Source: an optimization exercise on an open RTL-to-GDS flow (aim: small area and a short achievable clock period). Production flows keep margins and buffers that such runs may drop.
Where RTL was checked, it was by simulation tests only, not by an equivalence proof against the original.
Only the layout flow was run in runs 1 to 4; the RTL was not checked for function there.
Power and IR drop assume default switching activity.

==> flow/config.mk <==
export PLATFORM = sky130hd
export DESIGN_NAME = mmu
export DESIGN_NICKNAME = mmu
export VERILOG_FILES = /design/flow/design.v
export SDC_FILE = /design/flow/constraint.sdc
export NUM_CORES = 4
export LEC_CHECK = 0
export CAP_MARGIN = 20
export CORE_MARGIN = 2
export CORE_UTILIZATION = 50
export CTS_CLUSTER_DIAMETER = 80
export CTS_CLUSTER_SIZE = 24
export PLACE_DENSITY = 0.6
export SETUP_SLACK_MARGIN = 1.5
export SLEW_MARGIN = 20
==> flow/constraint.sdc <==
create_clock -name core_clock -period 4.2 [get_ports {clk}]
set_input_delay 0.8400 -clock core_clock [delete_from_list [all_inputs] [get_ports {clk}]]
set_output_delay 0.8400 -clock core_clock [all_outputs]
set_load 0.01 [all_outputs]
==> flow/design.v <==
`timescale 1ns/10ps
`default_nettype none
module mmu (
   input  logic                         clk,
   input  logic                         resetb,
   input  logic [31:0]                  im_addr,
   input  logic [31:0]                  im_data,
   output logic [11:2]                  im_addr_out,
   output logic [31:0]                  im_do,
   input  logic [31:0]                  dm_addr,
   input  logic [31:0]                  dm_wdata,
   input  logic [3:0]                   dm_be,
   input  logic                         dm_we,
   input  logic                         dm_is_signed,
   output logic [31:0]                  dm_do,
   input  logic [31:0]                  io_data_read,
   output logic [7:0]                   io_addr,
   output logic [31:0]                  io_wdata,
   output logic                         io_en,
   output logic                         io_we
);
   assign im_addr_out = im_addr[11:2];
   always_ff @(posedge clk or negedge resetb) begin
      if (!resetb) begin
         im_do <= 32'h0000_0013;
      end else begin
         im_do <= im_data;
      end
   end
   logic in_ram;
   logic in_io;
   logic legal;
   logic be_b;      
   logic be_h;      
   logic be_w;      
   assign in_ram = !dm_addr[31] && (dm_addr[30:28] != 3'b000);
   assign in_io  = (dm_addr[31:8] == 24'h80_0000);
   always_comb begin
      be_b = 1'b0;
      be_h = 1'b0;
      be_w = 1'b0;
      case (dm_be)
         4'b0001, 4'b0010, 4'b0100, 4'b1000: be_b = 1'b1;
         4'b0011, 4'b1100:                   be_h = 1'b1;
         4'b1111:                            be_w = 1'b1;
         default: ;
      endcase
   end
   assign legal = be_b | be_h | be_w;
   logic [31:0] lane_w;
   assign lane_w[7:0]   = dm_wdata[7:0] & {8{dm_be[0] & legal}};
   assign lane_w[15:8]  = (dm_be[0] ? dm_wdata[15:8] : dm_wdata[7:0]) & {8{dm_be[1] & legal}};
   assign lane_w[23:16] = (dm_be[0] ? dm_wdata[23:16] : dm_wdata[7:0]) & {8{dm_be[2] & legal}};
   assign lane_w[31:24] = (dm_be[0] ? dm_wdata[31:24] :
                           dm_be[2] ? dm_wdata[15:8] : dm_wdata[7:0]) & {8{dm_be[3] & legal}};
   logic [63:0]       dec;
   logic              ram_wr;
   logic [63:0][31:0] mem;
   logic [31:0]       rd;
   assign dec    = 64'd1 << dm_addr[7:2];
   assign ram_wr = dm_we && legal && in_ram;
   genvar w, l;
   for (w = 0; w < 64; w++) begin : g_word
      for (l = 0; l < 4; l++) begin : g_lane
         always_ff @(posedge clk) begin
            if (ram_wr && dec[w] && dm_be[l]) begin
               mem[w][l*8 +: 8] <= lane_w[l*8 +: 8];
            end
         end
      end
   end
   always_comb begin
      rd = '0;
      for (int i = 0; i < 64; i++) begin
         rd = rd | (mem[i] & {32{dec[i]}});
      end
   end
   logic [3:0] lo;         
   logic       b1_l1;      
   logic       b1_l3;      
   logic       wd;         
   logic [3:0] f1;         
   logic [3:0] f2;         
   assign lo[0] = dm_be[0];
   assign lo[1] = be_b && dm_be[1];
   assign lo[2] = dm_be[2] && !dm_be[1] && !dm_be[0];
   assign lo[3] = be_b && dm_be[3];
   assign b1_l1 = dm_be[1] && dm_be[0];
   assign b1_l3 = be_h && dm_be[3];
   assign wd    = be_w;
   assign f1    = {4{be_b && dm_is_signed}} & dm_be;
   assign f2    = {be_b && dm_be[3] || be_h && dm_be[3], be_b && dm_be[2],
                   be_b && dm_be[1] || be_h && dm_be[1], be_b && dm_be[0]}
                  & {4{dm_is_signed}};
   function automatic logic [31:0] extend(input logic [31:0] s,
                                          input logic [3:0]  lo,
                                          input logic        b1l1,
                                          input logic        b1l3,
                                          input logic        wd,
                                          input logic [3:0]  f1,
                                          input logic [3:0]  f2);
      logic [31:0] r;
      logic        s1;
      logic        s2;
      r[7:0]   = (s[7:0]   & {8{lo[0]}}) | (s[15:8]  & {8{lo[1]}}) |
                 (s[23:16] & {8{lo[2]}}) | (s[31:24] & {8{lo[3]}});
      s1       = |(f1 & {s[31], s[23], s[15], s[7]});
      s2       = |(f2 & {s[31], s[23], s[15], s[7]});
      r[15:8]  = (s[15:8] & {8{b1l1}}) | (s[31:24] & {8{b1l3}}) | {8{s1}};
      r[31:16] = (s[31:16] & {16{wd}}) | {16{s2}};
      extend   = r;
   endfunction
   logic [31:0] st_ext;
   always_comb begin
      if (be_w) begin
         st_ext = dm_wdata;
      end else if (be_h) begin
         st_ext = {{16{dm_is_signed & dm_wdata[15]}}, dm_wdata[15:0]};
      end else begin
         st_ext = {{24{dm_is_signed & dm_wdata[7]}}, dm_wdata[7:0]};
      end
   end
   logic [31:0] res_q;
   always_ff @(posedge clk) begin
      if (!dm_we) begin
         res_q <= extend(rd, lo, b1_l1, b1_l3, wd, f1, f2);
      end else if (in_io) begin
         res_q <= lane_w;
      end else begin
         res_q <= st_ext;
      end
   end
   assign io_wdata = res_q;
   logic       io_en_q;
   logic       io_we_q;
   logic [7:0] io_addr_q;
   always_ff @(posedge clk or negedge resetb) begin
      if (!resetb) begin
         io_en_q <= 1'b0;
         io_we_q <= 1'b0;
      end else begin
         io_en_q <= in_io;
         io_we_q <= in_io && dm_we && legal;
      end
   end
   always_ff @(posedge clk) begin
      io_addr_q <= dm_addr[7:0];
   end
   assign io_en   = io_en_q;
   assign io_we   = io_we_q;
   assign io_addr = io_addr_q;
   logic       src_ram_q;    
   logic [3:0] io_lo_q;
   logic       io_b1_l1_q;
   logic       io_b1_l3_q;
   logic       io_wd_q;
   logic [3:0] io_f1_q;
   logic [3:0] io_f2_q;
   logic       io_ok;
   assign io_ok = in_io && legal;
   always_ff @(posedge clk or negedge resetb) begin
      if (!resetb) begin
         src_ram_q  <= 1'b0;
         io_lo_q    <= '0;
         io_b1_l1_q <= 1'b0;
         io_b1_l3_q <= 1'b0;
         io_wd_q    <= 1'b0;
         io_f1_q    <= '0;
         io_f2_q    <= '0;
      end else begin
         src_ram_q  <= in_ram && legal;
         io_lo_q    <= lo & {4{io_ok}};
         io_b1_l1_q <= b1_l1 && io_ok;
         io_b1_l3_q <= b1_l3 && io_ok;
         io_wd_q    <= wd && io_ok;
         io_f1_q    <= f1 & {4{io_ok}};
         io_f2_q    <= f2 & {4{io_ok}};
      end
   end
   assign dm_do = (res_q & {32{src_ram_q}}) |
                  extend(io_data_read, io_lo_q, io_b1_l1_q, io_b1_l3_q, io_wd_q, io_f1_q, io_f2_q);
endmodule
`default_nettype wire
==> flow/run.sh <==
#!/bin/bash
# synth_recipe.tcl (not shown) runs the flow's synth.tcl, then flattens the netlist and writes it again
# the make line also repeats each setting of config.mk as NAME=value (left out here)
make -C /OpenROAD-flow-scripts/flow DESIGN_CONFIG=/design/flow/config.mk WORK_HOME=/design/flow/orfs CLKGATE_MAP_FILE= SYNTH_SCRIPT=/design/flow/synth_recipe.tcl finish
==> impl_metrics.env, run 1 <==
export IMPL_p_sw_uw=9490
export IMPL_yosysTopAreaCellShare=0.742
export IMPL_reg2reg_slack_ps=1250
export IMPL_finalSetupTns_ps=0
export IMPL_overflow=0
export IMPL_dieArea_mm2=0.169
export IMPL_antenna_left=0
export IMPL_synthTopCellsByCount="edfxtp_1, nand3_1, a22oi_1, nor2_1, nand4_1"
export IMPL_core_mm2=0.165
export IMPL_yosysTopAreaCell="edfxtp_1"
export IMPL_r2r_end="res_q[3]"
export IMPL_p_per_area_mw_per_mm2=374
export IMPL_cts_tree="built"
export IMPL_ys_warn_count=1
export IMPL_dp_final_hpwl_um=246000
export IMPL_clk_latency_ps=820
export IMPL_crit_required_ps=4870
export IMPL_p_leak_uw=0.0315
export IMPL_combPwrFrac=0.086
export IMPL_die_w_um=411
export IMPL_die_y_um=411
export IMPL_drtIter0Drc=12500
export IMPL_final_nets=6648
export IMPL_cts_sinks=2138
export IMPL_drc=0
export IMPL_io_pins=284
export IMPL_fin_area_mm2=0.107
export IMPL_cts_hold_buf=0
export IMPL_syn_to_final_growth_pct=28.6
export IMPL_synth_enable_flop_cells=2048
export IMPL_grt_pass1_vias=56800
export IMPL_rows=149
export IMPL_via_count=63200
export IMPL_critical_path_slowest_cell="nand4_1"
export IMPL_min_period_ps=3220
export IMPL_clkPwrFrac=0.327
export IMPL_seqPwrFrac=0.587
export IMPL_synthMostInstantiatedCell="edfxtp_1"
export IMPL_synth_area_leaders="edfxtp_1, nand3_1, a22oi_1"
export IMPL_htreeDepth=3
export IMPL_status="timing/DRC/antenna clean"
export IMPL_grt_setup_unrepaired="true"
export IMPL_synthCells=5517
export IMPL_place_congestion=1.05
export IMPL_postSynthAreaPerCell_um2=15.0
export IMPL_yosys_cell_types_count=80
export IMPL_wl_per_cell_um=43.9
export IMPL_drive_gt1_frac=0.290
export IMPL_r2r_start="mem[1747]"
export IMPL_cts_buffers=113
export IMPL_routed_wl_um=385000
export IMPL_cp_start_kind="input port"
export IMPL_cts_path_max_buffers=3
export IMPL_drv_cap=0
export IMPL_drt_pass1_iter_count=11
export IMPL_ys_seq_area_frac=0.767
export IMPL_worstMarginPinSlew_ps=1180
export IMPL_io_buffers=241
export IMPL_clock_root_buffer="clkbuf_16"
export IMPL_worstPathArrival_ps=3890
export IMPL_critPathKind="input port to flop"
export IMPL_path_clk_slew_ps=90
export IMPL_ys_flop_type="edfxtp_1"
export IMPL_critPathMaxFanout=11
export IMPL_final_util=0.647
export IMPL_synthArstFlopShare=0.0234
export IMPL_ys_ff_latch=2138
export IMPL_power_uw=39800
export IMPL_antenna_found_initial=20
export IMPL_syn_cell_area_mm2=0.0829
export IMPL_fin_crit_sh=0.768
export IMPL_grt_max_degree=66
export IMPL_skew_ps=24.8
export IMPL_start_util=0.503
export IMPL_avgViaCountPerCell=7.21
export IMPL_slowest_delay_ps=490
export IMPL_setup_viol=0
export IMPL_dpl_instance_area_mm2=0.0945
export IMPL_end_kind="flop"
export IMPL_r2r_cells=9
export IMPL_fmax_ghz=0.310
export IMPL_drv_slew=0
export IMPL_grt_pass1_wl_um=502000
export IMPL_p_int_uw=30300
export IMPL_holdCritPathClass="input port to async pin"
export IMPL_crit_path_cell_trace="buf_16 > buf_16 > nand4bb_4 > buf_6 > nor2_2 > buf_12 > a22oi_1 > buf_4 > nand3_2 > nor4_4 > nand4_1 > buf_12 > a221oi_4 > o211ai_1"
export IMPL_sw_frac_of_total=0.238
export IMPL_hold_viol=0
export IMPL_track_usage=0.444
export IMPL_ir_drop_v=0.000358
export IMPL_relSlewSlack=0.211
-- area by class of cell --
type | instances | area, um^2
Tap cell | 2189 | 2740
Clock buffer | 133 | 3000
Antenna cell | 19 | 47.5
Fill cell | 11800 | 58200
Clock inverter | 65 | 731
Inverter | 5 | 21.3
Sequential cell | 2138 | 63600
Multi-Input combinational cell | 2944 | 21300
Timing Repair Buffer | 1278 | 15200
-- worst max-delay path: cells and delay by family --
kind | cells | cell delay, ps
compound gates | 3 | 620
simple gates | 5 | 1220
buf+inv | 6 | 1150
-- cell families (layout without fill, tap and decap cells) --
logic type,count (synthesis),after routing,synth area share
simple gates,2170,2174,0.136
flops,2138,2138,0.767
compound gates,699,699,0.0646
buf+inv,439,1481,0.0239
mux,70,70,0.00903
xor+xnor,1,1,0.000106
other cells,0,19,0
-- layout by cell type, fill, tap and decap left out, drive strengths merged, types with 8 or more instances in the layout --
master         count
and2              26
nor4              96
nand2            215
and4              10
inv               25
a21oi             41
o21ai             53
a2111oi           31
nand3            940
nand4            320
a22o              39
diode             19
nand2b             9
dfrtp             47
nor2b             10
mux2i             32
clkinv            32
clkdlybuf4s50    187
dlygate4sd2       10
nor3              48
bufbuf            14
or4               10
buf             1054
and3             104
mux2              38
a221oi             8
nand3b             8
edfxtp          2048
nor2             327
a221o             22
bufinv             8
a222oi            23
a32oi             28
clkbuf           144
o21a               9
a22oi            389
dfxtp             40
a21o              19
and3b             15
-- through the flow --
step,setup slack [ps],hold WS (ps),std cells
floorplan,1200,544,5517
global placement,-389,894,8100
detailed placement,-411,897,8105
CTS,1200,244,8618
global route,994,87.9,8755
finish,976,34.4,8771
-- power groups by stage --
stage	Combinational (uW)	Sequential [uW]	Clock, uW
floorplan	1150	23900	0
global placement	2800	23900	0
detailed placement	2820	23900	0
CTS	3150	23400	12900
global route	3460	23400	13600
finish	3440	23400	13000
-- registers in the layout, summed over array words and instances (netlist names) --
register and flops:
io_wd_q 1, io_f1_q 4, res_q 32, src_ram_q 1, im_do 32, io_en_q 1
io_b1_l3_q 1, io_we_q 1, mem 2048, io_f2_q 4, io_lo_q 4, io_addr_q 8
io_b1_l1_q 1
-- repair_timing --
action / CTS / global route
gates cloned: 25 / 10
resized for setup: 458 / 124
endpoints found under the setup margin: 2713 / 936
buffers inserted: 290 / 124
pin swaps: 214 / 112
-- worst max-delay path by stage --
stage | from | endpoint | slack [ps] | cells after the start
2_1_floorplan | dm_addr[7] | res_q[2] | 1200 | 11
3_3_place_gp | dm_addr[2] | res_q[18] | -390 | 13
3_5_place_dp | dm_addr[2] | res_q[17] | -410 | 13
4_1_cts | dm_addr[4] | res_q[3] | 1200 | 13
5_1_grt | dm_addr[6] | res_q[3] | 990 | 14
6_report | dm_addr[6] | res_q[3] | 980 | 14
-- routing by layer --
metal / vias up / part of all wire / GRT usage
met1: 32000 / 0.34 / 0.574
met5: - / 0.0017 / 0.00763
met4: 30 / 0.079 / 0.277
met3: 1403 / 0.16 / 0.171
met2: 5921 / 0.42 / 0.630
li1: 23900 / - / -
==> inputs of run 2 (changes only) <==
--- a/flow/design.v
+++ b/flow/design.v
@@ -92,42 +92,56 @@
    assign f2    = {be_b && dm_be[3] || be_h && dm_be[3], be_b && dm_be[2],
                    be_b && dm_be[1] || be_h && dm_be[1], be_b && dm_be[0]}
                   & {4{dm_is_signed}};
-   function automatic logic [31:0] extend(input logic [31:0] s,
-                                          input logic [3:0]  lo,
-                                          input logic        b1l1,
-                                          input logic        b1l3,
-                                          input logic        wd,
-                                          input logic [3:0]  f1,
-                                          input logic [3:0]  f2);
+   function automatic logic [31:0] pick(input logic [31:0] s,
+                                        input logic [3:0]  lo,
+                                        input logic        b1l1,
+                                        input logic        b1l3,
+                                        input logic        wd);
       logic [31:0] r;
-      logic        s1;
-      logic        s2;
       r[7:0]   = (s[7:0]   & {8{lo[0]}}) | (s[15:8]  & {8{lo[1]}}) |
                  (s[23:16] & {8{lo[2]}}) | (s[31:24] & {8{lo[3]}});
-      s1       = |(f1 & {s[31], s[23], s[15], s[7]});
-      s2       = |(f2 & {s[31], s[23], s[15], s[7]});
-      r[15:8]  = (s[15:8] & {8{b1l1}}) | (s[31:24] & {8{b1l3}}) | {8{s1}};
-      r[31:16] = (s[31:16] & {16{wd}}) | {16{s2}};
-      extend   = r;
+      r[15:8]  = (s[15:8] & {8{b1l1}}) | (s[31:24] & {8{b1l3}});
+      r[31:16] = s[31:16] & {16{wd}};
+      pick     = r;
    endfunction
-   logic [31:0] st_ext;
+   function automatic logic fill(input logic [31:0] s, input logic [3:0] f);
+      fill = |(f & {s[31], s[23], s[15], s[7]});
+   endfunction
+   logic [31:0] st_val;
+   logic        st_s1;
+   logic        st_s2;
    always_comb begin
       if (be_w) begin
-         st_ext = dm_wdata;
+         st_val = dm_wdata;
       end else if (be_h) begin
-         st_ext = {{16{dm_is_signed & dm_wdata[15]}}, dm_wdata[15:0]};
-      end else begin
-         st_ext = {{24{dm_is_signed & dm_wdata[7]}}, dm_wdata[7:0]};
-      end
-   end
+         st_val = {16'h0000, dm_wdata[15:0]};
+      end else begin
+         st_val = {24'h00_0000, dm_wdata[7:0]};
+      end
+   end
+   assign st_s1 = dm_is_signed && be_b && dm_wdata[7];
+   assign st_s2 = dm_is_signed && (be_b && dm_wdata[7] || be_h && dm_wdata[15]);
    logic [31:0] res_q;
+   logic        s1_q;         
+   logic        s2_q;         
+   logic        ram_ok;
+   assign ram_ok = in_ram && legal;
    always_ff @(posedge clk) begin
       if (!dm_we) begin
-         res_q <= extend(rd, lo, b1_l1, b1_l3, wd, f1, f2);
+         res_q <= pick(rd, lo, b1_l1, b1_l3, wd);
       end else if (in_io) begin
          res_q <= lane_w;
       end else begin
-         res_q <= st_ext;
+         res_q <= st_val;
+      end
+   end
+   always_ff @(posedge clk or negedge resetb) begin
+      if (!resetb) begin
+         s1_q <= 1'b0;
+         s2_q <= 1'b0;
+      end else begin
+         s1_q <= ram_ok && (dm_we ? st_s1 : fill(rd, f1));
+         s2_q <= ram_ok && (dm_we ? st_s2 : fill(rd, f2));
       end
    end
    assign io_wdata = res_q;
@@ -168,7 +182,7 @@
          io_f1_q    <= '0;
          io_f2_q    <= '0;
       end else begin
-         src_ram_q  <= in_ram && legal;
+         src_ram_q  <= ram_ok;
          io_lo_q    <= lo & {4{io_ok}};
          io_b1_l1_q <= b1_l1 && io_ok;
          io_b1_l3_q <= b1_l3 && io_ok;
@@ -177,7 +191,10 @@
          io_f2_q    <= f2 & {4{io_ok}};
       end
    end
-   assign dm_do = (res_q & {32{src_ram_q}}) |
-                  extend(io_data_read, io_lo_q, io_b1_l1_q, io_b1_l3_q, io_wd_q, io_f1_q, io_f2_q);
+   logic [31:0] io_val;
+   assign io_val = pick(io_data_read, io_lo_q, io_b1_l1_q, io_b1_l3_q, io_wd_q);
+   assign dm_do = (res_q & {32{src_ram_q}}) | io_val |
+                  {{16{s2_q | fill(io_data_read, io_f2_q)}},
+                   {8{s1_q | fill(io_data_read, io_f1_q)}}, 8'h00};
 endmodule
 `default_nettype wire
==> impl_metrics.env, run 2 <==
export IMPL_die_y_um=412
export IMPL_synth_enable_flop_cells=2048
export IMPL_critPathKind="input port to output port"
export IMPL_skew_ps=26.4
export IMPL_relSlewSlack=0.452
export IMPL_dpl_instance_area_mm2=0.0945
export IMPL_clk_latency_ps=810
export IMPL_synthMostInstantiatedCell="edfxtp_1"
export IMPL_yosysTopAreaCellShare=0.738
export IMPL_holdCritPathClass="input port to async pin"
export IMPL_fin_crit_sh=0.775
export IMPL_grt_max_degree=66
export IMPL_crit_family="buffers and inverters"
export IMPL_track_usage=0.362
export IMPL_critical_path_slowest_cell="a222oi_1"
export IMPL_path_clk_slew_ps=90
export IMPL_cp_start_kind="input port"
export IMPL_rows=149
export IMPL_crit_buf_inv=4
export IMPL_syn_to_final_growth_pct=22.6
export IMPL_place_inst=8424
export IMPL_cts_sinks=2140
export IMPL_slowest_delay_ps=350
export IMPL_overflow=0
export IMPL_min_period_ps=3250
export IMPL_p_leak_uw=0.0297
export IMPL_ys_ff_latch=2140
export IMPL_final_nets=6681
export IMPL_clock_root_buffer="clkbuf_16"
export IMPL_htreeDepth=3
export IMPL_crit_cells=7
export IMPL_final_common_cell="edfxtp_1"
export IMPL_stdcell_count=8781
export IMPL_routed_wl_um=314000
export IMPL_final_cell_mix="edfxtp_1, nand3_1, buf_4, nand4_1, buf_12"
export IMPL_regMostFlops="mem"
export IMPL_drv_cap=0
export IMPL_synth_area_leaders="edfxtp_1, nand3_1, nand4_1"
export IMPL_start_util=0.504
export IMPL_drtIter0Drc=10300
export IMPL_grt_pass1_wl_um=431000
export IMPL_drt_pass1_iter_count=6
export IMPL_drive_gt1_frac=0.232
export IMPL_io_buffers=241
export IMPL_wl_per_cell_um=35.8
export IMPL_dieArea_mm2=0.170
export IMPL_critPathMaxFanout=7
export IMPL_status="timing/DRC/antenna clean"
export IMPL_worstMarginPinSlew_ps=821
export IMPL_ir_drop_v=0.000343
export IMPL_cts_tree="built"
export IMPL_core_mm2=0.165
export IMPL_dp_final_hpwl_um=198000
export IMPL_end_kind="output port"
export IMPL_largest_reg_flops=2048
export IMPL_reg_largest_list="mem x2048, im_do x32, res_q x32"
export IMPL_final_util=0.618
export IMPL_fin_area_mm2=0.102
export IMPL_drc=0
export IMPL_via_count=59900
export IMPL_grt_setup_unrepaired="true"
export IMPL_drv_slew=0
export IMPL_synthCells=5791
export IMPL_die_w_um=412
export IMPL_antenna_left=0
export IMPL_grt_pass1_vias=55700
export IMPL_synthTopCellsByCount="edfxtp_1, nand3_1, nand4_1, nor2_1, clkbuf_1"
export IMPL_syn_cell_area_mm2=0.0834
export IMPL_yosys_cell_types_count=63
export IMPL_crit_path_cell_trace="dlygate4sd2_1 > a222oi_1 > nand2_1 > buf_6 > buf_12 > a221o_1 > buf_2"
export IMPL_ys_flop_type="edfxtp_1"
export IMPL_ys_warn_count=1
export IMPL_io_pins=284
export IMPL_crit_required_ps=3360
export IMPL_hold_viol=0
export IMPL_p_per_area_mw_per_mm2=382
export IMPL_cts_buffers=111
export IMPL_antenna_found_initial=7
export IMPL_fmax_ghz=0.307
export IMPL_avgViaCountPerCell=6.83
export IMPL_synthArstFlopShare=0.0243
export IMPL_place_congestion=0.943
export IMPL_cts_path_max_buffers=3
export IMPL_worstPathArrival_ps=2410
export IMPL_yosysTopAreaCell="edfxtp_1"
export IMPL_setup_viol=0
export IMPL_r2r_cells=9
export IMPL_postSynthAreaPerCell_um2=14.4
export IMPL_ys_seq_area_frac=0.763
## run 2: metrics by stage
step                hold slack, ps  setup slack (ps)  total power (uW)  TNS [ps]
floorplan                      544               728             24900         0
global placement               886              -871             26500   -121220
detailed placement             893              -418             26500    -10860
CTS                            206               941             38800         0
global route                  91.6               853             39800         0
finish                        62.0               946             39100         0
## run 2: cell families (layout without fill, tap and decap cells)
| group | Yosys count | count (layout) | synth area share |
|---|---|---|---|
| simple gates | 2712 | 2715 | 0.169 |
| flops | 2140 | 2140 | 0.763 |
| buf+inv | 510 | 1306 | 0.0265 |
| xor+xnor | 1 | 1 | 0.000105 |
| mux | 21 | 21 | 0.00270 |
| compound gates | 407 | 407 | 0.0390 |
| other cells | 0 | 2 | 0 |
## run 2: worst paths after layout
check,startpoint,to,slack (ps)
max in group asynchronous,resetb,io_lo_q[1],3680
max,io_data_read[7],dm_do[21],950
min,resetb,im_do[6],60
max reg2reg,mem[935],s2_q,1610
min in group core_clock,dm_addr[4],io_addr_q[4],240
min reg2reg,mem[608],res_q[0],870
## run 2: final cells by class
cell class / count / area [um^2]
timing repair buffer: 1114 / 12400
antenna: 2 / 5.00
inverter: 2 / 7.51
fill: 12300 / 63200
tap: 2189 / 2740
sequential: 2140 / 63600
clock inverter: 52 / 601
clock buffer: 138 / 2920
multi-input combinational: 3144 / 19900
## run 2: report_power, final
part	total, uW	switching, uW	internal, uW
Combinational	3220	2010	1210
Sequential	23300	36.0	23300
Clock	12500	7110	5390
Total	39100	9150	29900
## run 2: layer usage
layer / up-vias / share of wire / global-route usage
li1: 24300 / - / -
met2: 4560 / 0.44 / 0.541
met1: 30300 / 0.36 / 0.492
met3: 835 / 0.13 / 0.0908
met4: 10 / 0.066 / 0.191
met5: - / 0.00015 / 0
## run 2: timing repair
action	in CTS	in global routing
gates cloned	19	12
setup buffers	93	41
endpoints found under the setup margin	2521	325
gates resized for setup	484	172
pin swaps	102	111
hold buffers	0	0
==> inputs of run 3 (changes only) <==
--- a/flow/design.v
+++ b/flow/design.v
@@ -56,24 +56,42 @@
    logic [63:0]       dec;
    logic              ram_wr;
    logic [63:0][31:0] mem;
+   logic [31:0]       mem_rd;
    logic [31:0]       rd;
+   logic              wb_valid;
+   logic [5:0]        wb_idx;
+   logic [3:0]        wb_be;
+   logic [31:0]       wb_data;
+   logic [63:0]       wb_dec;
+   logic              wb_hit;
    assign dec    = 64'd1 << dm_addr[7:2];
    assign ram_wr = dm_we && legal && in_ram;
+   always_ff @(posedge clk) begin
+      wb_valid <= ram_wr;
+      wb_idx   <= dm_addr[7:2];
+      wb_be    <= dm_be;
+      wb_data  <= lane_w;
+   end
+   assign wb_dec = 64'd1 << wb_idx;
    genvar w, l;
    for (w = 0; w < 64; w++) begin : g_word
       for (l = 0; l < 4; l++) begin : g_lane
          always_ff @(posedge clk) begin
-            if (ram_wr && dec[w] && dm_be[l]) begin
-               mem[w][l*8 +: 8] <= lane_w[l*8 +: 8];
+            if (wb_valid && wb_dec[w] && wb_be[l]) begin
+               mem[w][l*8 +: 8] <= wb_data[l*8 +: 8];
             end
          end
       end
    end
    always_comb begin
-      rd = '0;
+      mem_rd = '0;
       for (int i = 0; i < 64; i++) begin
-         rd = rd | (mem[i] & {32{dec[i]}});
-      end
+         mem_rd = mem_rd | (mem[i] & {32{dec[i]}});
+      end
+   end
+   assign wb_hit = wb_valid && (wb_idx == dm_addr[7:2]);
+   for (l = 0; l < 4; l++) begin : g_fwd
+      assign rd[l*8 +: 8] = (wb_hit && wb_be[l]) ? wb_data[l*8 +: 8] : mem_rd[l*8 +: 8];
    end
    logic [3:0] lo;         
    logic       b1_l1;      
==> impl_metrics.env, run 3 <==
export IMPL_status="timing/DRC/antenna clean"
export IMPL_synth_area_leaders="edfxtp_1, a22oi_1, dfxtp_1"
export IMPL_ys_warn_count=1
export IMPL_cts_tree="built"
export IMPL_crit_buf_inv=3
export IMPL_yosysTopAreaCellShare=0.742
export IMPL_track_usage=0.453
export IMPL_r2r_cells=10
export IMPL_place_inst=7946
export IMPL_largest_reg_flops=2048
export IMPL_overflow=0
export IMPL_drc=0
export IMPL_slowest_delay_ps=530
export IMPL_fin_crit_sh=0.766
export IMPL_skew_ps=41.3
export IMPL_reg2reg_slack_ps=1130
export IMPL_synthMostInstantiatedCell="edfxtp_1"
export IMPL_hold_viol=0
export IMPL_core_mm2=0.165
export IMPL_drt_pass1_iter_count=8
export IMPL_io_pins=284
export IMPL_synthCells=5170
export IMPL_ys_flop_type="edfxtp_1"
export IMPL_place_congestion=1.00
export IMPL_pre_cts_slack_ps=-294
export IMPL_drv_cap=0
export IMPL_path_clk_slew_ps=90
export IMPL_syn_to_final_growth_pct=27.1
export IMPL_critPathMaxFanout=16
export IMPL_final_cell_mix="edfxtp_1, buf_4, a22oi_1, nand3_1, clkdlybuf4s50_1"
export IMPL_ir_drop_v=0.000458
export IMPL_r2r_start="mem[29]"
export IMPL_cts_sinks=2177
export IMPL_stdcell_count=8553
export IMPL_synthTopCellsByCount="edfxtp_1, a22oi_1, nand3_1, clkbuf_1, nand4_1"
export IMPL_htreeDepth=3
export IMPL_synth_enable_flop_cells=2048
export IMPL_io_buffers=241
export IMPL_yosys_cell_types_count=81
export IMPL_p_leak_uw=0.0322
export IMPL_cp_start_kind="input port"
export IMPL_critical_path_slowest_cell="clkdlybuf4s50_1"
export IMPL_clk_latency_ps=830
export IMPL_regMostFlops="mem"
export IMPL_drive_gt1_frac=0.300
export IMPL_cts_path_max_buffers=3
export IMPL_min_period_ps=3220
export IMPL_drtIter0Drc=13000
export IMPL_critPathKind="input port to output port"
export IMPL_dieArea_mm2=0.169
export IMPL_dp_final_hpwl_um=259000
export IMPL_grt_pass1_vias=56100
export IMPL_avgViaCountPerCell=7.24
export IMPL_crit_path_cell_trace="clkdlybuf4s50_1 > a21oi_1 > nand2_1 > buf_8 > a221o_1 > dlygate4sd2_1"
export IMPL_crit_family="buffers and inverters"
export IMPL_final_common_cell="edfxtp_1"
export IMPL_worstPathArrival_ps=2380
export IMPL_die_w_um=411
export IMPL_grt_setup_unrepaired="true"
export IMPL_wl_per_cell_um=45.8
export IMPL_crit_required_ps=3360
export IMPL_postSynthAreaPerCell_um2=16.0
export IMPL_grt_pass1_wl_um=507000
export IMPL_syn_cell_area_mm2=0.0829
export IMPL_cts_buffers=110
export IMPL_rows=149
export IMPL_cts_hold_buf=0
export IMPL_via_count=61900
export IMPL_p_per_area_mw_per_mm2=378
export IMPL_clock_root_buffer="clkbuf_16"
export IMPL_end_kind="output port"
export IMPL_ys_seq_area_frac=0.776
export IMPL_setup_viol=0
export IMPL_worstMarginPinSlew_ps=1170
export IMPL_holdCritPathClass="input port to async pin"
export IMPL_ys_ff_latch=2177
export IMPL_start_util=0.503
export IMPL_yosysTopAreaCell="edfxtp_1"
export IMPL_grt_max_degree=67
export IMPL_relSlewSlack=0.220
export IMPL_antenna_found_initial=28
export IMPL_synthArstFlopShare=0.0239
export IMPL_setup_ws_ps=981
export IMPL_final_nets=6433
export IMPL_die_y_um=411
export IMPL_routed_wl_um=392000
export IMPL_drv_slew=0
export IMPL_r2r_end="res_q[13]"
export IMPL_fmax_ghz=0.311
export IMPL_antenna_left=0
run 3: changes by cell type in the layout (fill, tap and decap cells not counted), sizes merged, moves of 24 or more:
cell,before,now
nand3,1541,295
a22oi,187,662
buf,893,1137
nand4,430,187
nor3,6,182
and3,53,175
nor2,292,174
and2,76,144
mux2i,9,55
nor4,102,56
a2111oi,15,53
dfxtp,40,77
o22ai,1,27
a21oi,33,57
run 3: worst max-delay path by stage:
stage / cells past startpoint / start / to
2_1_floorplan: 10 / dm_addr[2] / s1_q
3_3_place_gp: 12 / dm_addr[2] / res_q[22]
3_5_place_dp: 15 / dm_addr[5] / s1_q
4_1_cts: 5 / io_f2_q[0] / dm_do[26]
5_1_grt: 5 / io_f2_q[0] / dm_do[31]
6_report: 6 / io_data_read[23] / dm_do[20]
run 3: cell families (layout without fill, tap and decap cells):
kind of cell / Yosys count / in the layout / share of synthesized area
DFF: 2177 / 2177 / 0.776
muxes: 80 / 80 / 0.0102
AOI/OAI and AO/OA: 1025 / 1025 / 0.0944
and+or+nand+nor: 1493 / 1494 / 0.0992
buffers and inverters: 388 / 1563 / 0.0196
other: 0 / 18 / 0
xor gates and xnor gates: 7 / 7 / 0.000739
run 3: report_power, final:
part,internal [uW],switching [uW]
clock,5260,7290
sequential,23700,113
combinational,1420,2060
run 3: layout make-up:
cell class                 count  area (um^2)
inverter                       8         33.8
timing repair buffer        1362        14200
clock inverter                35          458
clock buffer                 158         2960
fill                       11800        59400
tap                         2189         2740
sequential                  2177        64400
multi-input combinational   2606        20500
antenna                       18         45.0
run 3: worst register-to-register path, cell delays in order, from the launching register on:
cell      delay, ps
edfxtp_1        420
mux2i_1         160
or3_1           360
nand4_1         170
nor4_2          280
nand4_1         560
mux2i_1         380
buf_4           230
buf_6           120
nor2_1           40
o31a_1          240
run 3: through the flow:
| stage | setup TNS [ps] | utilization | total power (uW) | instance area (um^2) | hold WS [ps] |
|---|---|---|---|---|---|
| finish | 0 | 0.640 | 39800 | 105000 | 69.0 |
| global route | 0 | 0.639 | 40300 | 105000 | 124 |
| CTS | 0 | 0.628 | 39300 | 104000 | 73.8 |
| detailed placement | -2130 | 0.572 | 26800 | 94200 | 613 |
| global placement | -3030 | 0.572 | 26800 | 94200 | 609 |
| floorplan | 0 | - | 25200 | 83600 | 544 |
run 3: metal layers:
layer,up-vias,wire length [um],share of wire,GRT usage
met2,6451,160000,0.41,0.624
met5,-,109,0.00028,0
li1,23200,-,-,-
met1,30700,131000,0.33,0.595
met4,12,34900,0.089,0.302
met3,1504,65900,0.17,0.176
run 3: timing repair:
action / 4_1_cts / 5_1_grt
gates cloned: 22 / 5
pin swaps: 212 / 165
setup endpoints to repair: 796 / 371
resized for setup: 665 / 263
buffers inserted: 301 / 68
==> inputs of run 4 (changes only) <==
==> flow/flow/run.sh (new file) <==
#!/bin/bash
# Layout: the standard flow (standard synthesis unchanged), with two
# changes to how the layout is built:
#  - the port buffers are buf_2 cells instead of the delay-cell buffer
#    that buffer_ports picks by default;
#  - clock tree synthesis runs without dummy loads.
# Each tool's full output stays in orfs/logs/; make's output goes to
# run_make.log in this folder.
set -euo pipefail
CTS="-sink_clustering_enable -repair_clock_nets -sink_clustering_size 24 -sink_clustering_max_diameter 80 -dont_use_dummy_load"
bash standard.sh \
  "BUFFER_PORTS_ARGS=-buffer_cell sky130_fd_sc_hd__buf_2" \
  "CTS_ARGS=$CTS" \
  finish > run_make.log 2>&1
==> flow/standard.sh (new file) <==
#!/bin/bash
# synth_recipe.tcl (not shown) runs the flow's synth.tcl, then flattens the netlist and writes it again
# the make line also repeats each setting of config.mk as NAME=value (left out here)
make -C /OpenROAD-flow-scripts/flow DESIGN_CONFIG=/design/flow/config.mk WORK_HOME=/design/flow/orfs CLKGATE_MAP_FILE= SYNTH_SCRIPT=/design/flow/synth_recipe.tcl "${@:-finish}"
removed: flow/run.sh
==> impl_metrics.env, run 4 <==
export IMPL_p_per_area_mw_per_mm2=372
export IMPL_wl_met1_um=131000
export IMPL_avgViaCountPerCell=7.35
export IMPL_ir_drop_v=0.000496
export IMPL_final_nets=6364
export IMPL_ys_ff_latch=2177
export IMPL_die_y_um=411
export IMPL_pre_cts_slack_ps=-205
export IMPL_syn_cell_area_mm2=0.0829
export IMPL_multi_input_area_mm2=0.0205
export IMPL_crit_cells=13
export IMPL_crit_buf_inv=5
export IMPL_yosysTopAreaCell="edfxtp_1"
export IMPL_dieArea_mm2=0.169
export IMPL_start_util=0.503
export IMPL_antenna_left=0
export IMPL_drive_gt1_frac=0.327
export IMPL_finalSetupTns_ps=0
export IMPL_place_inst=7913
export IMPL_synth_area_leaders="edfxtp_1, a22oi_1, dfxtp_1"
export IMPL_ys_seq_area_frac=0.776
export IMPL_regMostFlops="mem"
export IMPL_critPathKind="input port to flop"
export IMPL_skew_ps=85.9
export IMPL_via_count=61600
export IMPL_wl_per_cell_um=45.9
export IMPL_core_mm2=0.165
export IMPL_ys_flop_type="edfxtp_1"
export IMPL_postSynthAreaPerCell_um2=16.0
export IMPL_critPathMaxFanout=11
export IMPL_slowest_delay_ps=570
export IMPL_grt_pass1_wl_um=500000
export IMPL_yosys_cell_types_count=81
export IMPL_drt_pass1_iter_count=9
export IMPL_end_kind="flop"
export IMPL_r2r_start="mem[681]"
export IMPL_crit_path_cell_trace="buf_16 > buf_8 > nand4_1 > buf_6 > nor2_4 > buf_8 > a22oi_2 > nand4_1 > or4_4 > o31ai_4 > buf_6 > o22ai_1 > or3_1"
export IMPL_fillers=12100
export IMPL_final_cell_mix="edfxtp_1, buf_4, a22oi_1, nand3_1, buf_2"
export IMPL_r2r_end="res_q[1]"
export IMPL_track_usage=0.446
export IMPL_io_pins=284
export IMPL_drv_slew=0
export IMPL_clk_latency_ps=810
export IMPL_grt_setup_unrepaired="true"
export IMPL_drv_cap=0
export IMPL_grt_max_degree=67
export IMPL_cp_start_kind="input port"
export IMPL_rows=149
export IMPL_dp_final_hpwl_um=260000
export IMPL_wl_met2_um=158000
export IMPL_r2r_cells=10
export IMPL_largest_reg_flops=2048
export IMPL_stdcell_count=8391
export IMPL_fin_crit_sh=0.761
export IMPL_yosysTopAreaCellShare=0.742
export IMPL_place_congestion=1.03
export IMPL_io_buffers=241
export IMPL_regArea_mm2=0.0644
export IMPL_ys_warn_count=1
export IMPL_drc=0
export IMPL_power_uw=38300
export IMPL_critical_path_slowest_cell="or4_4"
export IMPL_holdCritPathClass="input port to async pin"
export IMPL_worstPathArrival_ps=3830
export IMPL_p_leak_uw=0.0315
export IMPL_synthArstFlopShare=0.0239
export IMPL_wl_met3_um=64300
export IMPL_relSlewSlack=0.285
export IMPL_htreeDepth=3
export IMPL_reg2reg_slack_ps=1330
export IMPL_crit_required_ps=4840
export IMPL_grt_pass1_vias=55300
export IMPL_synthTopCellsByCount="edfxtp_1, a22oi_1, nand3_1, clkbuf_1, nand4_1"
export IMPL_fmax_ghz=0.313
export IMPL_min_period_ps=3190
export IMPL_die_w_um=411
export IMPL_overflow=0
export IMPL_synth_enable_flop_cells=2048
export IMPL_synthMostInstantiatedCell="edfxtp_1"
export IMPL_clock_root_buffer="clkbuf_16"
export IMPL_cts_hold_buf=0
export IMPL_status="timing/DRC/antenna clean"
export IMPL_cts_buffers=109
export IMPL_antenna_found_initial=16
export IMPL_crit_family="simple AND/OR/NAND/NOR gates"
export IMPL_drtIter0Drc=13400
export IMPL_path_clk_slew_ps=90
export IMPL_cts_path_max_buffers=3
export IMPL_worstMarginPinSlew_ps=1070
export IMPL_cts_tree="built"
export IMPL_setup_ws_ps=1010
export IMPL_hold_viol=0
export IMPL_routed_wl_um=385000
export IMPL_cts_sinks=2177
export IMPL_setup_viol=0
export IMPL_final_common_cell="edfxtp_1"
export IMPL_syn_to_final_growth_pct=24.2
export IMPL_top_layer_used="met5"
export IMPL_synthCells=5170
run 4: cell counts after synthesis:
Identical to the previous run, type by type.
run 4: worst register-to-register path, stage by stage (launching register included):
cell,delay (ps)
edfxtp_1,370
mux2_2,260
a22o_1,180
a222oi_1,280
a21boi_1,220
buf_4,180
nand4_1,230
o31ai_4,380
buf_6,190
o22ai_1,80
or3_1,370
run 4: stage by stage:
| step | util | hold slack [ps] | cell area, um^2 |
|---|---|---|---|
| global placement | 0.563 | 626 | 92800 |
| floorplan | - | 544 | 83600 |
| finish | 0.625 | 38.6 | 103000 |
| detailed placement | 0.564 | 652 | 92900 |
| CTS | 0.612 | 30.5 | 101000 |
| global route | 0.625 | 60.3 | 103000 |
run 4: layout make-up:
cell class,count,area share
well taps,2189,0.0266
inverters,8,0.000292
multi-input cells,2606,0.199
flip-flops and latches,2177,0.625
diodes,8,0.000194
clock buffers,109,0.0265
repair buffers,1294,0.122
run 4: worst max-delay path by stage:
stage                          start   endpoint  slack (ps)
after floorplan           dm_addr[2]       s1_q         910
after global placement    dm_addr[6]   res_q[1]        -160
after detailed placement  dm_addr[6]   res_q[1]        -200
after CTS                 io_f2_q[0]  dm_do[28]        1110
after global routing      io_f2_q[0]  dm_do[28]        1030
final                     dm_addr[7]   res_q[1]        1010
run 4: what timing repair did:
action	4_1_cts	5_1_grt
cloned	12	2
setup endpoints to repair	911	201
pin swaps	174	185
setup buffers	259	88
resized for setup	577	246
run 4: logic make-up after synthesis:
| group | Yosys count | synth area share |
|---|---|---|
| xor+xnor | 7 | 0.000739 |
| simple gates | 1493 | 0.0992 |
| buf+inv | 388 | 0.0196 |
| mux | 80 | 0.0102 |
| flops | 2177 | 0.776 |
| compound gates | 1025 | 0.0944 |
run 4: report_power, final:
part           switching (uW)  internal, uW
combinational            1950          1260
sequential                157         23700
clock                    6670          4610
total                    8780         29500
run 4: layer usage:
layer	vias to the layer above	track usage
li1	23000	-
met1	30900	0.595
met5	-	0.00226
met3	1406	0.164
met2	6349	0.623
met4	6	0.269
==> inputs of run 5 (changes only) <==
--- a/flow/design.v
+++ b/flow/design.v
@@ -1,3 +1,25 @@
+`timescale 1ns/10ps
+`default_nettype none
+module mmu_out_bit0 (
+   input  logic       r,
+   input  logic [3:0] sel,
+   input  logic [3:0] d,
+   output logic       y
+);
+   assign y = r | (|(sel & d));
+endmodule
+module mmu_out_bit (
+   input  logic       r,
+   input  logic       s,
+   input  logic [1:0] w,
+   input  logic [1:0] d,
+   input  logic [3:0] f,
+   input  logic [3:0] m,
+   output logic       y
+);
+   assign y = r | s | (|(w & d)) | (|(f & m));
+endmodule
+`default_nettype wire
 `timescale 1ns/10ps
 `default_nettype none
 module mmu (
@@ -144,25 +166,18 @@
    logic        s2_q;         
    logic        ram_ok;
    assign ram_ok = in_ram && legal;
-   always_ff @(posedge clk) begin
-      if (!dm_we) begin
-         res_q <= pick(rd, lo, b1_l1, b1_l3, wd);
-      end else if (in_io) begin
-         res_q <= lane_w;
-      end else begin
-         res_q <= st_val;
-      end
-   end
-   always_ff @(posedge clk or negedge resetb) begin
-      if (!resetb) begin
-         s1_q <= 1'b0;
-         s2_q <= 1'b0;
-      end else begin
-         s1_q <= ram_ok && (dm_we ? st_s1 : fill(rd, f1));
-         s2_q <= ram_ok && (dm_we ? st_s2 : fill(rd, f2));
-      end
-   end
-   assign io_wdata = res_q;
+   always_ff @(posedge clk or negedge resetb) begin
+      if (!resetb) begin
+         res_q <= '0;
+         s1_q  <= 1'b0;
+         s2_q  <= 1'b0;
+      end else begin
+         res_q <= !ram_ok ? 32'h0 : dm_we ? st_val : pick(rd, lo, b1_l1, b1_l3, wd);
+         s1_q  <= ram_ok && (dm_we ? st_s1 : fill(rd, f1));
+         s2_q  <= ram_ok && (dm_we ? st_s2 : fill(rd, f2));
+      end
+   end
+   assign io_wdata = wb_data;
    logic       io_en_q;
    logic       io_we_q;
    logic [7:0] io_addr_q;
@@ -181,7 +196,6 @@
    assign io_en   = io_en_q;
    assign io_we   = io_we_q;
    assign io_addr = io_addr_q;
-   logic       src_ram_q;    
    logic [3:0] io_lo_q;
    logic       io_b1_l1_q;
    logic       io_b1_l3_q;
@@ -192,7 +206,6 @@
    assign io_ok = in_io && legal;
    always_ff @(posedge clk or negedge resetb) begin
       if (!resetb) begin
-         src_ram_q  <= 1'b0;
          io_lo_q    <= '0;
          io_b1_l1_q <= 1'b0;
          io_b1_l3_q <= 1'b0;
@@ -200,7 +213,6 @@
          io_f1_q    <= '0;
          io_f2_q    <= '0;
       end else begin
-         src_ram_q  <= ram_ok;
          io_lo_q    <= lo & {4{io_ok}};
          io_b1_l1_q <= b1_l1 && io_ok;
          io_b1_l3_q <= b1_l3 && io_ok;
@@ -209,10 +221,38 @@
          io_f2_q    <= f2 & {4{io_ok}};
       end
    end
-   logic [31:0] io_val;
-   assign io_val = pick(io_data_read, io_lo_q, io_b1_l1_q, io_b1_l3_q, io_wd_q);
-   assign dm_do = (res_q & {32{src_ram_q}}) | io_val |
-                  {{16{s2_q | fill(io_data_read, io_f2_q)}},
-                   {8{s1_q | fill(io_data_read, io_f1_q)}}, 8'h00};
+   logic [3:0] io_msb;
+   assign io_msb = {io_data_read[31], io_data_read[23], io_data_read[15], io_data_read[7]};
+   genvar b;
+   for (b = 0; b < 8; b++) begin : g_out0
+      mmu_out_bit0 u_bit (
+         .r   (res_q[b]),
+         .sel (io_lo_q),
+         .d   ({io_data_read[24+b], io_data_read[16+b], io_data_read[8+b], io_data_read[b]}),
+         .y   (dm_do[b])
+      );
+   end
+   for (b = 8; b < 16; b++) begin : g_out1
+      mmu_out_bit u_bit (
+         .r   (res_q[b]),
+         .s   (s1_q),
+         .w   ({io_b1_l3_q, io_b1_l1_q}),
+         .d   ({io_data_read[16+b], io_data_read[b]}),
+         .f   (io_f1_q),
+         .m   (io_msb),
+         .y   (dm_do[b])
+      );
+   end
+   for (b = 16; b < 32; b++) begin : g_out2
+      mmu_out_bit u_bit (
+         .r   (res_q[b]),
+         .s   (s2_q),
+         .w   ({1'b0, io_wd_q}),
+         .d   ({1'b0, io_data_read[b]}),
+         .f   (io_f2_q),
+         .m   (io_msb),
+         .y   (dm_do[b])
+      );
+   end
 endmodule
 `default_nettype wire
--- a/flow/config.mk
+++ b/flow/config.mk
@@ -8,8 +8,7 @@
 export CAP_MARGIN = 20
 export CORE_MARGIN = 2
 export CORE_UTILIZATION = 50
-export CTS_CLUSTER_DIAMETER = 80
-export CTS_CLUSTER_SIZE = 24
 export PLACE_DENSITY = 0.6
 export SETUP_SLACK_MARGIN = 1.5
 export SLEW_MARGIN = 20
+export SYNTH_HIERARCHICAL = 1
==> impl_metrics.env, run 5 <==
export IMPL_cts_buffers=109
export IMPL_avgViaCountPerCell=7.21
export IMPL_regMostFlops="mem"
export IMPL_dp_final_hpwl_um=248000
export IMPL_clk_latency_ps=800
export IMPL_worstPathArrival_ps=3780
export IMPL_critPathMaxFanout=7
export IMPL_grt_pass1_vias=53200
export IMPL_wl_per_cell_um=45.9
export IMPL_ir_drop_v=0.000330
export IMPL_ys_flop_type="edfxtp_1"
export IMPL_final_common_cell="edfxtp_1"
export IMPL_p_sw_uw=8470
export IMPL_dieArea_mm2=0.168
export IMPL_seqPwrFrac=0.630
export IMPL_drv_cap=0
export IMPL_worstMarginPinSlew_ps=1260
export IMPL_synthArstFlopShare=0.0381
export IMPL_overflow=0
export IMPL_p_per_area_mw_per_mm2=375
export IMPL_final_cell_mix="edfxtp_1, a22oi_1, buf_4, buf_2, buf_12"
export IMPL_skew_ps=78.9
export IMPL_synthTopCellsByCount="edfxtp_1, a22oi_1, and2_1, clkbuf_1, nor2_1"
export IMPL_drc=0
export IMPL_synthXorXnorAreaFrac=0.000745
export IMPL_antenna_left=0
export IMPL_io_pins=284
export IMPL_holdCritPathClass="input port to async pin"
export IMPL_status="timing/DRC/antenna clean"
export IMPL_stdcell_count=8136
export IMPL_yosys_cell_types_count=78
export IMPL_p_leak_uw=0.0309
export IMPL_via_count=58600
export IMPL_die_y_um=410
export IMPL_grt_pass1_wl_um=486000
export IMPL_sw_frac_of_total=0.224
export IMPL_htreeDepth=3
export IMPL_rows=148
export IMPL_end_kind="flop"
export IMPL_synth_adder_area_share=0
export IMPL_ys_warn_count=7
export IMPL_yosysTopAreaCell="edfxtp_1"
export IMPL_synth_simple_area_share=0.0893
export IMPL_dpl_instance_area_mm2=0.0911
export IMPL_pre_cts_slack_ps=-424
export IMPL_drv_slew=0
export IMPL_ys_ff_latch=2176
export IMPL_synth_enable_flop_cells=2048
export IMPL_min_period_ps=3120
export IMPL_cts_tree="built"
export IMPL_grt_setup_unrepaired="true"
export IMPL_path_clk_slew_ps=90
export IMPL_synthCells=5015
export IMPL_drive_gt1_frac=0.304
export IMPL_clock_root_buffer="clkbuf_16"
export IMPL_setup_viol=0
export IMPL_syn_cell_area_mm2=0.0823
export IMPL_syn_to_final_growth_pct=22.2
export IMPL_place_inst=7677
export IMPL_hold_viol=0
export IMPL_largest_reg_flops=2048
export IMPL_yosysTopAreaCellShare=0.747
export IMPL_crit_required_ps=4860
export IMPL_start_util=0.504
export IMPL_setup_ws_ps=1080
export IMPL_die_w_um=410
export IMPL_grt_max_degree=67
export IMPL_fin_area_mm2=0.101
export IMPL_antenna_found_initial=37
export IMPL_combPwrFrac=0.071
export IMPL_top_layer_used="met5"
export IMPL_drtIter0Drc=11900
export IMPL_wl_met3_um=62000
export IMPL_synth_area_mux_share=0.00246
export IMPL_synth_top_family_by_area="compound AO/OA/AOI/OAI gates"
export IMPL_critPathKind="input port to flop"
export IMPL_routed_wl_um=374000
export IMPL_io_buffers=241
export IMPL_p_int_uw=29300
export IMPL_synth_area_leaders="edfxtp_1, a22oi_1, dfrtp_1"
export IMPL_wl_met2_um=157000
export IMPL_relSlewSlack=0.162
export IMPL_fmax_ghz=0.321
export IMPL_cp_start_kind="input port"
export IMPL_final_nets=6102
export IMPL_postSynthAreaPerCell_um2=16.4
export IMPL_clkPwrFrac=0.299
export IMPL_core_mm2=0.163
export IMPL_synth_compound_area_frac=0.107
export IMPL_ys_seq_area_frac=0.784
export IMPL_drt_pass1_iter_count=9
export IMPL_track_usage=0.439
export IMPL_cts_sinks=2176
export IMPL_cts_path_max_buffers=3
export IMPL_synthMostInstantiatedCell="edfxtp_1"
export IMPL_fin_crit_sh=0.742
export IMPL_wl_met1_um=126000
export IMPL_place_congestion=1.04
export IMPL_fillers=12000
run 5: per-stage QoR:
step | utilization | TNS, ps | total power [uW] | hold slack, ps
after detailed placement | 0.558 | -5970 | 26400 | 553
after global placement | 0.558 | -5390 | 26300 | 548
final | 0.616 | 0 | 37700 | 117
after floorplan | - | 0 | 25100 | 544
after global routing | 0.616 | 0 | 38300 | 132
after CTS | 0.610 | 0 | 37400 | 105
run 5: per-module statistics from Yosys, one instance, submodules excluded:
module,copies in the design,cell area (um^2)
mmu_out_bit0,8,18.8
mmu,1,81400
mmu_out_bit,24,30.0
run 5: repair_timing:
item / CTS / global route
setup buffers: 265 / 38
pin swaps: 238 / 147
resized for setup: 681 / 145
endpoints found under the setup margin: 1613 / 587
hold buffers: 0 / 0
hold endpoints to repair: 0 / 0
gates cloned: 16 / 2
run 5: power groups by stage:
stage / Clock, uW / Combinational, uW / Sequential (uW)
5_1_grt: 11800 / 2670 / 23800
3_3_place_gp: 0 / 2090 / 24300
6_report: 11300 / 2660 / 23800
4_1_cts: 11100 / 2470 / 23800
3_5_place_dp: 0 / 2100 / 24300
2_1_floorplan: 0 / 739 / 24300
run 5: final cells by class:
cell class	count	area, um^2	share of cell area
timing repair buffer	1084	10800	0.108
inverter	9	33.8	0.000336
tap	2175	2720	0.0271
sequential	2176	64600	0.642
multi-input combinational	2554	19600	0.195
clock buffer	109	2730	0.0271
antenna	29	72.6	0.000722
run 5: cell families after synthesis:
family	Yosys count
other	1
multiplexers	20
flip-flops	2176
XOR/XNOR	7
AND/OR/NAND/NOR	1339
buffers and inverters	317
AO/OA/AOI/OAI	1155
run 5: worst paths after layout:
| path | slack (ps) | depth (start not counted) | from | to |
|---|---|---|---|---|
| worst max-delay path | 1080 | 16 | dm_addr[4] | res_q[1] |
| worst min-delay path | 120 | 1 | resetb | res_q[19] |
| worst max register to register | 1260 | 11 | wb_idx[4] | s2_q |
| worst min register to register | 590 | 0 | wb_data[13] | mem[1261] |
| max in group asynchronous | 3170 | 2 | resetb | im_do[0] |
| min in group core_clock | 140 | 1 | im_data[22] | im_do[22] |
run 5: critical path: stages:
cell,delay (ps)
buf_16,130
buf_12,140
buf_6,110
nand4b_1,100
buf_4,150
buf_6,110
nor2_4,120
buf_4,190
a2111oi_4,360
buf_4,210
nand3_4,100
nor4_4,350
a41o_1,260
buf_12,180
nor2_1,60
o31a_1,320
run 5: per-layer routing:
metal  up-vias  track usage
li1      22100            -
met1     29400        0.568
met2      5767        0.624
met3      1311        0.168
met4        38        0.270
met5         -            0
==> inputs of run 6 (changes only) <==
--- a/flow/design.v
+++ b/flow/design.v
@@ -1,23 +1,23 @@
 `timescale 1ns/10ps
 `default_nettype none
 module mmu_out_bit0 (
-   input  logic       r,
+   input  logic [1:0] r,
    input  logic [3:0] sel,
    input  logic [3:0] d,
    output logic       y
 );
-   assign y = r | (|(sel & d));
+   assign y = (|r) | (|(sel & d));
 endmodule
 module mmu_out_bit (
-   input  logic       r,
-   input  logic       s,
+   input  logic [1:0] r,
+   input  logic [1:0] s,
    input  logic [1:0] w,
    input  logic [1:0] d,
    input  logic [3:0] f,
    input  logic [3:0] m,
    output logic       y
 );
-   assign y = r | s | (|(w & d)) | (|(f & m));
+   assign y = (|r) | (|s) | (|(w & d)) | (|(f & m));
 endmodule
 `default_nettype wire
 `timescale 1ns/10ps
@@ -78,7 +78,9 @@
    logic [63:0]       dec;
    logic              ram_wr;
    logic [63:0][31:0] mem;
-   logic [31:0]       mem_rd;
+   logic [31:0]       mem_rd_a;     
+   logic [31:0]       mem_rd_b;     
+   logic [31:0]       rd_b;
    logic [31:0]       rd;
    logic              wb_valid;
    logic [5:0]        wb_idx;
@@ -106,14 +108,17 @@
       end
    end
    always_comb begin
-      mem_rd = '0;
-      for (int i = 0; i < 64; i++) begin
-         mem_rd = mem_rd | (mem[i] & {32{dec[i]}});
+      mem_rd_a = '0;
+      mem_rd_b = '0;
+      for (int i = 0; i < 32; i++) begin
+         mem_rd_a = mem_rd_a | (mem[i] & {32{dec[i]}});
+         mem_rd_b = mem_rd_b | (mem[32+i] & {32{dec[32+i]}});
       end
    end
    assign wb_hit = wb_valid && (wb_idx == dm_addr[7:2]);
    for (l = 0; l < 4; l++) begin : g_fwd
-      assign rd[l*8 +: 8] = (wb_hit && wb_be[l]) ? wb_data[l*8 +: 8] : mem_rd[l*8 +: 8];
+      assign rd[l*8 +: 8]   = (wb_hit && wb_be[l]) ? wb_data[l*8 +: 8] : mem_rd_a[l*8 +: 8];
+      assign rd_b[l*8 +: 8] = (wb_hit && wb_be[l]) ? 8'h00 : mem_rd_b[l*8 +: 8];
    end
    logic [3:0] lo;         
    logic       b1_l1;      
@@ -162,19 +167,28 @@
    assign st_s1 = dm_is_signed && be_b && dm_wdata[7];
    assign st_s2 = dm_is_signed && (be_b && dm_wdata[7] || be_h && dm_wdata[15]);
    logic [31:0] res_q;
+   logic [31:0] res_b_q;
    logic        s1_q;         
    logic        s2_q;         
+   logic        s1_b_q;
+   logic        s2_b_q;
    logic        ram_ok;
    assign ram_ok = in_ram && legal;
    always_ff @(posedge clk or negedge resetb) begin
       if (!resetb) begin
-         res_q <= '0;
-         s1_q  <= 1'b0;
-         s2_q  <= 1'b0;
+         res_q   <= '0;
+         res_b_q <= '0;
+         s1_q    <= 1'b0;
+         s2_q    <= 1'b0;
+         s1_b_q  <= 1'b0;
+         s2_b_q  <= 1'b0;
       end else begin
          res_q <= !ram_ok ? 32'h0 : dm_we ? st_val : pick(rd, lo, b1_l1, b1_l3, wd);
          s1_q  <= ram_ok && (dm_we ? st_s1 : fill(rd, f1));
          s2_q  <= ram_ok && (dm_we ? st_s2 : fill(rd, f2));
+         res_b_q <= (ram_ok && !dm_we) ? pick(rd_b, lo, b1_l1, b1_l3, wd) : 32'h0;
+         s1_b_q  <= ram_ok && !dm_we && fill(rd_b, f1);
+         s2_b_q  <= ram_ok && !dm_we && fill(rd_b, f2);
       end
    end
    assign io_wdata = wb_data;
@@ -226,7 +240,7 @@
    genvar b;
    for (b = 0; b < 8; b++) begin : g_out0
       mmu_out_bit0 u_bit (
-         .r   (res_q[b]),
+         .r   ({res_b_q[b], res_q[b]}),
          .sel (io_lo_q),
          .d   ({io_data_read[24+b], io_data_read[16+b], io_data_read[8+b], io_data_read[b]}),
          .y   (dm_do[b])
@@ -234,8 +248,8 @@
    end
    for (b = 8; b < 16; b++) begin : g_out1
       mmu_out_bit u_bit (
-         .r   (res_q[b]),
-         .s   (s1_q),
+         .r   ({res_b_q[b], res_q[b]}),
+         .s   ({s1_b_q, s1_q}),
          .w   ({io_b1_l3_q, io_b1_l1_q}),
          .d   ({io_data_read[16+b], io_data_read[b]}),
          .f   (io_f1_q),
@@ -245,8 +259,8 @@
    end
    for (b = 16; b < 32; b++) begin : g_out2
       mmu_out_bit u_bit (
-         .r   (res_q[b]),
-         .s   (s2_q),
+         .r   ({res_b_q[b], res_q[b]}),
+         .s   ({s2_b_q, s2_q}),
          .w   ({1'b0, io_wd_q}),
          .d   ({1'b0, io_data_read[b]}),
          .f   (io_f2_q),
==> impl_metrics.env, run 6 <==
export IMPL_cts_buffers=109
export IMPL_drtIter0Drc=11600
export IMPL_critPathKind="input port to flop"
export IMPL_fin_area_mm2=0.100
export IMPL_final_util=0.599
export IMPL_sw_frac_of_total=0.225
export IMPL_dieArea_mm2=0.171
export IMPL_path_clk_slew_ps=100
export IMPL_worstPathArrival_ps=3660
export IMPL_ys_flop_type="edfxtp_1"
export IMPL_finalSetupTns_ps=0
export IMPL_setup_viol=0
export IMPL_drv_cap=0
export IMPL_grt_pass1_vias=51700
export IMPL_rows=150
export IMPL_hold_viol=0
export IMPL_drive_gt1_frac=0.288
export IMPL_skew_ps=88.1
export IMPL_dpl_instance_area_mm2=0.0912
export IMPL_yosysTopAreaCellShare=0.733
export IMPL_antenna_found_initial=14
export IMPL_core_mm2=0.167
export IMPL_fmax_ghz=0.340
export IMPL_crit_path_cell_trace="buf_16 > or4b_4 > nor2_4 > buf_12 > a22o_1 > a221oi_2 > nand4_1 > o32a_1 > buf_12 > a221oi_2 > nor3_1 > buf_4"
export IMPL_track_usage=0.377
export IMPL_slowest_delay_ps=610
export IMPL_drc=0
export IMPL_synth_area_leaders="edfxtp_1, a22oi_1, dfrtp_1"
export IMPL_power_uw=38100
export IMPL_yosys_cell_types_count=83
export IMPL_critPathMaxFanout=8
export IMPL_synthMostInstantiatedCell="edfxtp_1"
export IMPL_cts_hold_buf=0
export IMPL_drv_slew=0
export IMPL_drt_pass1_iter_count=6
export IMPL_routed_wl_um=332000
export IMPL_ys_ff_latch=2210
export IMPL_synthTopCellsByCount="edfxtp_1, a22oi_1, and2_1, nor2_1, nand2_1"
export IMPL_via_count=56900
export IMPL_seqPwrFrac=0.633
export IMPL_syn_to_final_growth_pct=19.1
export IMPL_worstMarginPinSlew_ps=1020
export IMPL_final_nets=6050
export IMPL_die_y_um=414
export IMPL_relSlewSlack=0.315
export IMPL_holdCritPathClass="input port to async pin"
export IMPL_grt_pass1_wl_um=438000
export IMPL_cts_sinks=2210
export IMPL_multi_input_area_mm2=0.0200
export IMPL_status="timing/DRC/antenna clean"
export IMPL_critical_path_slowest_cell="nor2_4"
export IMPL_regArea_mm2=0.0654
export IMPL_avgViaCountPerCell=7.03
export IMPL_synthCells=5041
export IMPL_clk_latency_ps=780
export IMPL_ys_seq_area_frac=0.778
export IMPL_final_cell_mix="edfxtp_1, a22oi_1, buf_4, buf_2, nand2_1"
export IMPL_p_per_area_mw_per_mm2=381
export IMPL_cp_start_kind="input port"
export IMPL_fin_crit_sh=0.700
export IMPL_final_common_cell="edfxtp_1"
export IMPL_setup_ws_ps=1260
export IMPL_overflow=0
export IMPL_grt_setup_unrepaired="true"
export IMPL_min_period_ps=2940
export IMPL_grt_max_degree=68
export IMPL_yosysTopAreaCell="edfxtp_1"
export IMPL_regMostFlops="mem"
export IMPL_htreeDepth=3
export IMPL_pre_cts_slack_ps=-238
export IMPL_p_sw_uw=8570
export IMPL_syn_cell_area_mm2=0.0840
export IMPL_postSynthAreaPerCell_um2=16.7
export IMPL_fillers=12400
export IMPL_cts_tree="built"
export IMPL_start_util=0.503
export IMPL_wl_per_cell_um=41.0
export IMPL_ys_warn_count=7
export IMPL_p_leak_uw=0.0301
export IMPL_antenna_left=0
export IMPL_clock_root_buffer="clkbuf_16"
export IMPL_dp_final_hpwl_um=217000
export IMPL_cts_path_max_buffers=3
export IMPL_synth_enable_flop_cells=2048
export IMPL_crit_required_ps=4920
export IMPL_clkPwrFrac=0.297
export IMPL_synthArstFlopShare=0.0529
export IMPL_end_kind="flop"
export IMPL_io_pins=284
export IMPL_ir_drop_v=0.000341
export IMPL_largest_reg_flops=2048
export IMPL_place_congestion=0.964
export IMPL_p_int_uw=29500
export IMPL_die_w_um=414
export IMPL_combPwrFrac=0.070
export IMPL_io_buffers=241
[run 6: changes by cell type after synthesis, sizes merged, moves of 26 or more]
cell,before,now
nor3,40,118
a221oi,21,109
and3,168,71
nand3,156,61
a21oi,57,83
a22o,24,122
clkbuf,222,123
and2,290,206
buf,86,178
a2111oi,55,16
dfrtp,80,114
a22oi,842,789
[run 6: worst paths after layout]
kind | from | to | slack (ps) | cells past startpoint
max in group asynchronous | resetb | im_do[1] | 3140 | 2
setup / recovery | dm_addr[5] | res_q[9] | 1260 | 12
setup reg to reg | wb_idx[1] | mem[1] | 1350 | 4
hold / removal | resetb | io_we_q | 140 | 1
min in group core_clock | im_data[0] | im_do[0] | 150 | 1
hold reg to reg | wb_data[26] | mem[762] | 600 | 0
[run 6: cell type report]
| cell class | instances | area share |
|---|---|---|
| Clock buffer | 109 | 0.0273 |
| Tap cell | 2204 | 0.0276 |
| Sequential cell | 2210 | 0.654 |
| Multi-Input combinational cell | 2559 | 0.200 |
| Timing Repair Buffer | 995 | 0.0897 |
| Inverter | 7 | 0.000263 |
| Antenna cell | 15 | 0.000375 |
[run 6: Yosys stat by module (local to each module, per instance)]
module	flip-flops and latches	times used
mmu	2210	1
mmu_out_bit	0	24
mmu_out_bit0	0	8
[run 6: worst max-delay path, delay by kind of cell]
family	cells	cell delay, ps
AO/OA/AOI/OAI	4	510
AND/OR/NAND/NOR	4	1660
buffers and inverters	4	630
[run 6: per-layer routing]
layer,routed length [um],part of all wire,track usage
met5,125,0.00038,0
met1,120000,0.36,0.533
met3,51800,0.16,0.109
met2,142000,0.43,0.547
met4,18200,0.055,0.164
[run 6: cell families (layout without fill, tap and decap cells)]
| group | after synthesis | in the layout | synth area share |
|---|---|---|---|
| DFF | 2210 | 2210 | 0.778 |
| AOI/OAI and AO/OA | 1249 | 1249 | 0.114 |
| and+or+nand+nor | 1228 | 1233 | 0.0841 |
| buffers and inverters | 308 | 1111 | 0.0183 |
| muxes | 38 | 38 | 0.00471 |
| xor gates and xnor gates | 7 | 7 | 0.000820 |
| other | 1 | 47 | 0.0000447 |
[run 6: timing repair]
action | CTS | global route
endpoints found under the setup margin | 1256 | 902
gates cloned | 6 | 7
setup buffers | 181 | 112
pin swaps | 129 | 177
resized for setup | 361 | 318
[run 6: stage by stage]
step	hold slack (ps)	std cells
2_1_floorplan	544	5072
3_3_place_gp	579	7667
3_5_place_dp	572	7669
4_1_cts	108	7965
5_1_grt	149	8087
6_report	140	8099
[run 6: power by group through the flow]
stage / Sequential (uW) / Combinational, uW / Clock, uW
floorplan: 24700 / 813 / 0
global placement: 24600 / 2060 / 0
detailed placement: 24600 / 2090 / 0
CTS: 24100 / 2370 / 11200
global route: 24100 / 2700 / 11900
finish: 24100 / 2660 / 11300

what the ideal ports hide:
The results above use ideal ports. As a check the final layouts listed here were re-extracted and re-timed, cells and wires unchanged. Step 1 (the two cells are an assumption about what drives the block):
set clk [get_ports {clk}]
set_driving_cell -lib_cell sky130_fd_sc_hd__clkbuf_16 $clk
set_driving_cell -lib_cell sky130_fd_sc_hd__buf_2 [delete_from_list [all_inputs] $clk]
Step 2 moves the port delays by t, midway between the first and last clock arrival at a register: inputs arrive t later, outputs are due t later. That takes back most of the time a late clock gives input paths. Three values: ideal ports, drivers, drivers and shift; two values: the first two.
| run | t, ns | setup WS [ns] | hold WS [ns] | worst setup path after step 2 | worst data-port slew with drivers (ns) |
|---|---|---|---|---|---|
| run 1 | 0.888 | 0.976 / 0.864 / -0.024 | 0.034 / -0.020 / 0.868 | input to register | 0.27 |
| run 2 | 0.869 | 0.946 / 0.884 / 0.413 | 0.062 / 0.003 / 0.872 | input to register | 0.09 |
| run 3 | 0.894 | 0.981 / 0.804 / -0.090 | 0.069 / 0.010 / 0.624 | input to register | 0.37 |
| run 4 | 0.852 | 1.006 / 0.920 / 0.069 | 0.039 / -0.033 / 0.646 | input to register | 0.26 |
| run 5 | 0.840 | 1.082 / 0.996 / 0.156 | 0.117 / 0.062 / 0.586 | input to register | 0.29 |
| run 6 | 0.838 | 1.258 / 1.106 / 0.268 | 0.140 / 0.072 / 0.604 | input to register | 0.34 |
With both steps, setup timing fails in run 1 and run 3, where it was met with ideal ports. The setup slack of run 3, which loses most, moves by -0.177 ns with the drivers and by -1.071 ns with both steps.
